This design comes from an exercise in tuning for small area on the open sky130 flow, not from production work. Only simulation tests tie the RTL to the original design; equivalence was not proved.

==> flow/design.v (outline; a module is shown in full before it is edited, if it fits) <==
// module fos_tdm_sched: 1078 lines
module fos_tdm_sched #(
    parameter int NCH = 4,
    parameter int DW  = 32,
    parameter int CW  = 11,
    localparam int CHW = $clog2(NCH)
) (
    input  logic              clk,
    input  logic              reset,
    input  logic [NCH-1:0]    in_valid,
    input  logic [NCH*DW-1:0] in_data,
    output logic [NCH-1:0]    in_ready,
    output logic              out_valid,
    output logic [DW-1:0]     out_data,
    output logic [CHW-1:0]    out_ch,
    input  logic              out_ready,
    input  logic              cfg_we,
    input  logic              cfg_clr,
    input  logic [CHW-1:0]    cfg_ch,
    input  logic [CW-1:0]     cfg_a1,
    input  logic [CW-1:0]     cfg_b1
);
  // ...
==> flow/run.sh <==
#!/bin/bash
# synth_recipe.tcl (not shown) runs the flow's synth.tcl, then flattens the netlist and writes it again
# the make line also repeats each setting of config.mk as NAME=value (left out here)
make -C /OpenROAD-flow-scripts/flow DESIGN_CONFIG=/design/flow/config.mk WORK_HOME=/design/flow/orfs CLKGATE_MAP_FILE= SYNTH_SCRIPT=/design/flow/synth_recipe.tcl finish
==> flow/config.mk <==
export PLATFORM = sky130hd
export DESIGN_NAME = fos_tdm_sched
export DESIGN_NICKNAME = fos_tdm_sched
export VERILOG_FILES = /design/flow/design.v
export SDC_FILE = /design/flow/constraint.sdc
export NUM_CORES = 4
export LEC_CHECK = 0
export ABC_AREA = 1
export CAP_MARGIN = 20
export CORE_MARGIN = 2
export CORE_UTILIZATION = 65
export GPL_TIMING_DRIVEN = 0
export SLEW_MARGIN = 20
==> flow/constraint.sdc <==
create_clock -name core_clock -period 11.0 [get_ports {clk}]
set_input_delay 2.2000 -clock core_clock [delete_from_list [all_inputs] [get_ports {clk}]]
set_output_delay 2.2000 -clock core_clock [all_outputs]
set_load 0.01 [all_outputs]
==> flow_summary.ini, run 1 <==
[global_routing]
grt_use_met2_pct = 75.1
use_met3_pct = 15.3
grt_use_total_pct = 49.8
grt_max_degree = 24

[cells_and_area]
seq_share_pct = 30.7
signal_buffers = 413
final_cells = 3874
clock_buffers = 46
drive_gt1_share_pct = 11.7
multi_input_area_um2 = 16800

[worst_setup_path]
worst-path-stages = 38
worst-path-buf-inv = 11
r2r-start = rr_q[1]
cpPeakStageDelay_ns = 0.63
r2r_cells = 38

[sta]
final.setup.tns_ns = -7.43
fin_hold_ws_ns = 0.499
post-route-period-util_pct = 103
setup_viol = 44
final.setup.worst_slack_ns = -0.304

[synth]
syn_avg_cell_area_um2 = 9.82
synthArstFlopShare_pct = 0
synth.largest_area_cell = edfxtp_1
synth_compound_area_share_pct = 12.4
synth_most_common_cell = nand2_1
synth_seq_cells = 357
yosys-top-cells-area = edfxtp_1 (36%), fa_1 (19%), xor2_1 (8.7%), nand2_1 (6.4%), o22ai_1 (6.0%)
synthAdderAreaFrac_pct = 21.3
ys_seq_area_share_pct = 36.4

[clock_network]
clkLatencyLatePin_ns = 0.61
clk_path_buf_depth = 3
cts_tree = built
clk_pin_slew_worst_paths_ns = 0.06
hold_buffers = 0
clock-root-buffer = clkbuf_16
cts_resized = 116

[outcome]
check-failures = setup timing
status = finished with violations

[floorplan]
die_area_um2 = 46600
==> run 2: changes to the inputs <==
--- a/flow/config.mk
+++ b/flow/config.mk
@@ -11,3 +11,3 @@
 export CORE_UTILIZATION = 65
-export GPL_TIMING_DRIVEN = 0
+export GPL_TIMING_DRIVEN = 1
 export SLEW_MARGIN = 20
==> run 2 against run 1 <==
  * Setup slack better by 0.75 ns
  * Fmax grew 7.1%
  * Sequential cell count unchanged
  * Synthesized area stayed put
  * Via count shrank 9.0%
  * Utilization down 2.3 points
  * Critical path depth shrank 1
  * Register-to-register slack improved by 0.80 ns
  * Sequential share of layout area is 0.94 points higher
  * The run now finishes clean
  * Clock skew is 0.029 ns lower
==> flow_summary.ini, run 2 <==
[worst_setup_path]
cp_data_required_time_ns = 11.29
reg2reg_to = yprev_q[3][26]
cp_max_fo = 19
r2r_cells = 37
crit_path_end_kind = flop
start_kind = input port
rrSetupSlack_ns = 1.95
cpPeakStageDelay_ns = 0.53
cp.arrival_ns = 10.84
r2r-start = rr_q[0]
cp_slowest_cell = o21ai_0
path_class = input port to flop

[global_routing]
grt_pass1_wl_um = 151000
grt_max_degree = 65
overflow = 0
antenna_found_initial = 1
grt_pass1_vias = 25400
grt_use_total_pct = 43.4

[sta]
rsz0062_at_grt = false
final.setup.tns_ns = 0
fin_skew_ns = 0.0253
fin_hold_ws_ns = 0.460
report.final.slew_viol_count = 0
final_hold_viol_count = 0
setup_viol = 0
final.setup.worst_slack_ns = 0.448
post-route-period-util_pct = 95.9
fmaxAchievable_mhz = 94.8
slew_headroom_pct = 24.0
worst_pin_slew_ns = 1.14
fin_crit_ns = 10.55

[synth]
synth_edf_count = 346
synth_most_common_cell = nand2_1
syn_inst = 2969
synthArstFlopShare_pct = 0
yosysWarnings = 5
synth.largest_area_cell = edfxtp_1
syn_avg_cell_area_um2 = 9.82
yosysTopAreaCellShare_pct = 35.6
ys_seq_area_share_pct = 36.4
synth_nets = 3459
yosys-top-cells-area = edfxtp_1 (36%), fa_1 (19%), xor2_1 (8.7%), nand2_1 (6.4%), o22ai_1 (6.0%)
synth_area_um2 = 29200
synth_ff_type = edfxtp_1
synth_seq_cells = 357
synth_common_cells = nand2_1 (501), edfxtp_1 (346), inv_1 (345)
ys_types = 53

[worst_hold_path]
holdPathEnd = cz_q[2]
hold_start = cz_q[2]
whs_path_depth = 2
hp-class = flop to flop

[clock_network]
cts_buffers = 37
clk_pin_slew_worst_paths_ns = 0.06
numClockSinks = 357
cts_max_level = 2
clock-root-buffer = clkbuf_16
cts_resized = 0
clkLatencyLatePin_ns = 0.57
hold_buffers = 0
clk_path_buf_depth = 3
postCtsSetupRepairBufs = 0
cts_tree = built

[cells_and_area]
final_cells = 3815
fin_area_um2 = 33600
area_growth_pct = 15.1
layout_commonest_cell = nand2_1
nNetsFinal = 3683
layout_common_cells = nand2_1 (501), edfxtp_1 (346), inv_1 (345)
drive_gt1_share_pct = 9.00
top_regs = xprev_q: 128 flops, yprev_q: 128 flops

[floorplan]
die_w_um = 216
io_pins = 200
initial_utilization_pct = 65.9
core_area_um2 = 44200
die_area_um2 = 46600
num_rows = 77
die_h_um = 216

[placed_design]
placed_cells = 3746
place_ws_ns = 0.204
portBuffers = 199
place_area_um2 = 32400
place_congestion = 1.03
dpl.hpwl_um = 76400

[routing]
drc = 0
drt_iter0_drc = 3944
vias_per_cell = 6.60
first_pass_iters = 8
wire_per_inst_um = 26.5
wirelength_um = 101000
ant_nets = 0
via_count = 25200

[flow_run]
cap_viol_max_count = 0

[outcome]
status = finished clean
-- run 2: cell counts after synthesis --
Identical to the previous run, type by type.
-- run 2: how the worst max path moves through the flow --
stage,from,end,slack [ns],cells past startpoint
final,in_valid[3],yprev_q[3][26],0.45,37
after global routing,in_valid[3],yprev_q[3][29],0.06,41
after CTS,in_valid[3],yprev_q[3][29],0.71,40
after detailed placement,in_valid[3],yprev_q[3][26],0.20,34
after global placement,in_valid[3],yprev_q[0][26],0.36,44
after floorplan,in_valid[2],yprev_q[0][27],0.62,42
-- run 2: area by class of cell --
cell class,instances,area [µm²]
diodes,2,5.00
clock buffers,46,981
clock inverters,21,195
fillers,2918,10700
inverters,390,1470
multi-input cells,2050,16300
flip-flops and latches,357,10600
well taps,592,741
repair buffers,357,3220
-- run 2: kinds of logic (layout without fill, tap and decap cells) --
group,Yosys count,in the layout,share of synthesized area (%)
and+or+nand+nor,849,849,12.9
adders and majority gates,329,329,21.3
DFF,357,357,36.4
xor gates and xnor gates,305,305,9.16
AOI/OAI and AO/OA,567,567,12.4
other,0,2,0
buffers and inverters,562,814,7.83
-- run 2: metrics by stage --
step	utilization, %
finish	75.9
global placement	73.2
global route	75.9
CTS	75.9
detailed placement	73.2
floorplan	-
-- run 2: routing by layer --
metal	up-vias	wire length, µm	global-route usage (%)
met5	-	0	0
met4	0	6310	22.7
met3	414	13200	9.87
met2	2075	46000	67.6
met1	12100	35600	57.2
li1	10600	-	-
-- run 2: worst max-delay path: cells and delay by family --
family	cells	cell delay, ns
buffers and inverters	11	2.23
AND/OR/NAND/NOR	11	1.17
XOR/XNOR	2	0.79
AO/OA/AOI/OAI	6	1.28
adder cells (fa/ha/maj)	7	3.10
==> run 3: changes to the inputs <==
==> flow/flow/run.sh (new file) <==
#!/bin/bash
set -euo pipefail
bash standard.sh RECOVER_POWER=100 "BUFFER_PORTS_ARGS=-buffer_cell sky130_fd_sc_hd__buf_1" finish > standard.log 2>&1
==> flow/standard.sh (new file) <==
#!/bin/bash
# synth_recipe.tcl (not shown) runs the flow's synth.tcl, then flattens the netlist and writes it again
# the make line also repeats each setting of config.mk as NAME=value (left out here)
make -C /OpenROAD-flow-scripts/flow DESIGN_CONFIG=/design/flow/config.mk WORK_HOME=/design/flow/orfs CLKGATE_MAP_FILE= SYNTH_SCRIPT=/design/flow/synth_recipe.tcl "${@:-finish}"
removed: flow/run.sh
==> run 3 against run 2 <==
  * Now fails the layout checks on capacitance limit, slew limit
  * Synthesized cell count unchanged
  * Die area unchanged
  * Highest routed layer unchanged
  * First-iteration DRC count decreased by 11%
  * Utilization decreased by 3.8 points
  * Count of clock-buffer cells in the layout decreased by 3
  * Routed wire length decreased by 3.1%
  * Sequential share of layout area increased by 1.6 points
  * Fmax increased by 0.23%
  * Clock skew increased by 0.0071 ns
  * Register-to-register slack got worse by 0.33 ns
==> flow_summary.ini, run 3 <==
[worst_hold_path]
hp-class = flop to flop
hold_start = cz_q[2]

[flow_run]
cap_viol_max_count = 5

[clock_network]
hold_buffers = 0
clk_path_buf_depth = 3
numClockSinks = 357
clk_pin_slew_worst_paths_ns = 0.06
cts_buffers = 38
cts_resized = 0
clock-root-buffer = clkbuf_16
cts_tree = built
cts_max_level = 2
clkLatencyLatePin_ns = 0.58
postCtsSetupRepairBufs = 0

[global_routing]
overflow = 0
busiest_layer = met2
grt_use_met2_pct = 67.3
grt_max_degree = 65
use_met3_pct = 7.19
grt_use_total_pct = 42.2
antenna_found_initial = 0
grt_pass1_vias = 23900
met1_usage_pct = 57.3
grt_pass1_wl_um = 147000

[worst_setup_path]
crit_top_cell = nand2_1
crit_path_end_kind = flop
rrSetupSlack_ns = 1.62
cp.arrival_ns = 10.81
path_class = input port to flop
cp_max_fo = 12
worst-path-buf-inv = 7
start_kind = input port
cp_slowest_cell = fa_1
crit_start = in_valid[3]
cp_data_required_time_ns = 11.28
cp_top_family = adder cells
r2r-start = rr_q[0]
cpPeakStageDelay_ns = 0.68

[floorplan]
initial_utilization_pct = 65.9
die_area_um2 = 46600
die_w_um = 216
io_pins = 200
die_h_um = 216
core_area_um2 = 44200
num_rows = 77

[cells_and_area]
layout_common_cells = nand2_1 (502), inv_1 (346), edfxtp_1 (346)
final_cells = 3767
drive_gt1_share_pct = 7.24
layout_commonest_cell = nand2_1
top_regs = xprev_q: 128 flops, yprev_q: 128 flops
regArea_um2 = 10600
multi_input_area_um2 = 16300
fin_area_um2 = 31900
fin_util_pct = 72.1
nNetsFinal = 3638
area_growth_pct = 9.39
nFillCells = 3233
antenna_cells = 0

[routing]
wirelength_um = 98000
vias_per_cell = 6.48
ant_nets = 0
drc = 0
wire_per_inst_um = 26.0
first_pass_iters = 7
drt_iter0_drc = 3528
via_count = 24400

[sta]
setup_viol = 0
final.setup.tns_ns = 0
report.final.slew_viol_count = 263
fin_crit_ns = 10.53
fmaxAchievable_mhz = 95.0
final_hold_viol_count = 0
fin_skew_ns = 0.0324
slew_headroom_pct = -210
final.setup.worst_slack_ns = 0.473
fin_hold_ws_ns = 0.462
post-route-period-util_pct = 95.7
rsz0062_at_grt = false
worst_pin_slew_ns = 4.65

[synth]
yosysWarnings = 5
ys_seq_area_share_pct = 36.4
synth_nets = 3459
synth_edf_count = 346
synth_common_cells = nand2_1 (501), edfxtp_1 (346), inv_1 (345)
syn_avg_cell_area_um2 = 9.82
synth_seq_cells = 357
synth_area_um2 = 29200
syn_inst = 2969
ys_types = 53
synth_most_common_cell = nand2_1
synthArstFlopShare_pct = 0
yosys-top-cells-area = edfxtp_1 (36%), fa_1 (19%), xor2_1 (8.7%), nand2_1 (6.4%), o22ai_1 (6.0%)
synth_ff_type = edfxtp_1
synth.largest_area_cell = edfxtp_1
yosysTopAreaCellShare_pct = 35.6

[placed_design]
place_congestion = 1.06
portBuffers = 199
placed_cells = 3700
place_ws_ns = 0.229
place_area_um2 = 30800
dpl.hpwl_um = 74300

[outcome]
status = finished with violations
check-failures = capacitance limit, slew limit
==> run 3: area by class of cell <==
cell class              count  area share (%)
repair buffers            311            4.91
flip-flops and latches    357            33.3
multi-input cells        2050            51.1
clock buffers              43            3.04
clock inverters            24           0.714
inverters                 390            4.62
well taps                 592            2.32
==> run 3: worst register-to-register path, delay by kind of cell, from the launching register on <==
kind	cells	cell delay (ns)
adder cells (fa/ha/maj)	7	3.35
AND/OR/NAND/NOR	14	1.84
AO/OA/AOI/OAI	7	1.44
buffers and inverters	6	1.16
XOR/XNOR	2	0.77
flip-flops	1	0.54
==> run 3: logic make-up after synthesis <==
| family | count (synthesis) | share of synthesized area, % |
|---|---|---|
| adder cells (fa/ha/maj) | 329 | 21.3 |
| buffers and inverters | 562 | 7.83 |
| AND/OR/NAND/NOR | 849 | 12.9 |
| AO/OA/AOI/OAI | 567 | 12.4 |
| flip-flops | 357 | 36.4 |
| XOR/XNOR | 305 | 9.16 |
==> run 3: path summary, 6_finish.rpt <==
kind                          to  depth (start not counted)
hold / removal           cz_q[2]                          2
setup reg to reg  yprev_q[1][30]                         36
setup / recovery  yprev_q[2][30]                         37
hold reg to reg          cz_q[2]                          2
==> run 3: per-layer routing <==
metal / part of all wire (%) / wire length (µm)
met2: 47 / 45700
met4: 5.4 / 5320
met3: 12 / 11500
met5: 0 / 0
met1: 36 / 35500

-- static timing again, ports no longer ideal --
In the flow no input, the clock included, has a driving cell. The finished layouts below were timed again as built, in two steps. Step 1: set_driving_cell puts a clkbuf_16 on clk and a buf_2 on each other input, an assumption about the parent block. Step 2, shift: input delay + t, output delay - t, t = (earliest + latest rising clock arrival at the registers) / 2. This alone moves slack from input paths to output paths. Three values: ideal, step 1, step 2; two values: the first two.
| run | t, ns | setup slack, ns | worst setup path after step 2 | slew at the worst register clock pin (ns) | worst slew at a driven data input, ns |
|---|---|---|---|---|---|
| run 1 | 0.653 | -0.304 / -0.269 / -0.922 | input to register | 0.07 / 0.07 | 0.07 |
| run 2 | 0.615 | 0.448 / 0.487 / -0.128 | input to register | 0.06 / 0.06 | 0.07 |
| run 3 | 0.626 | 0.473 / 0.514 / -0.112 | input to register | 0.06 / 0.06 | 0.06 |
For run 1, which loses most, drivers alone change the setup slack by +0.035 ns; drivers and shift together by -0.618 ns.
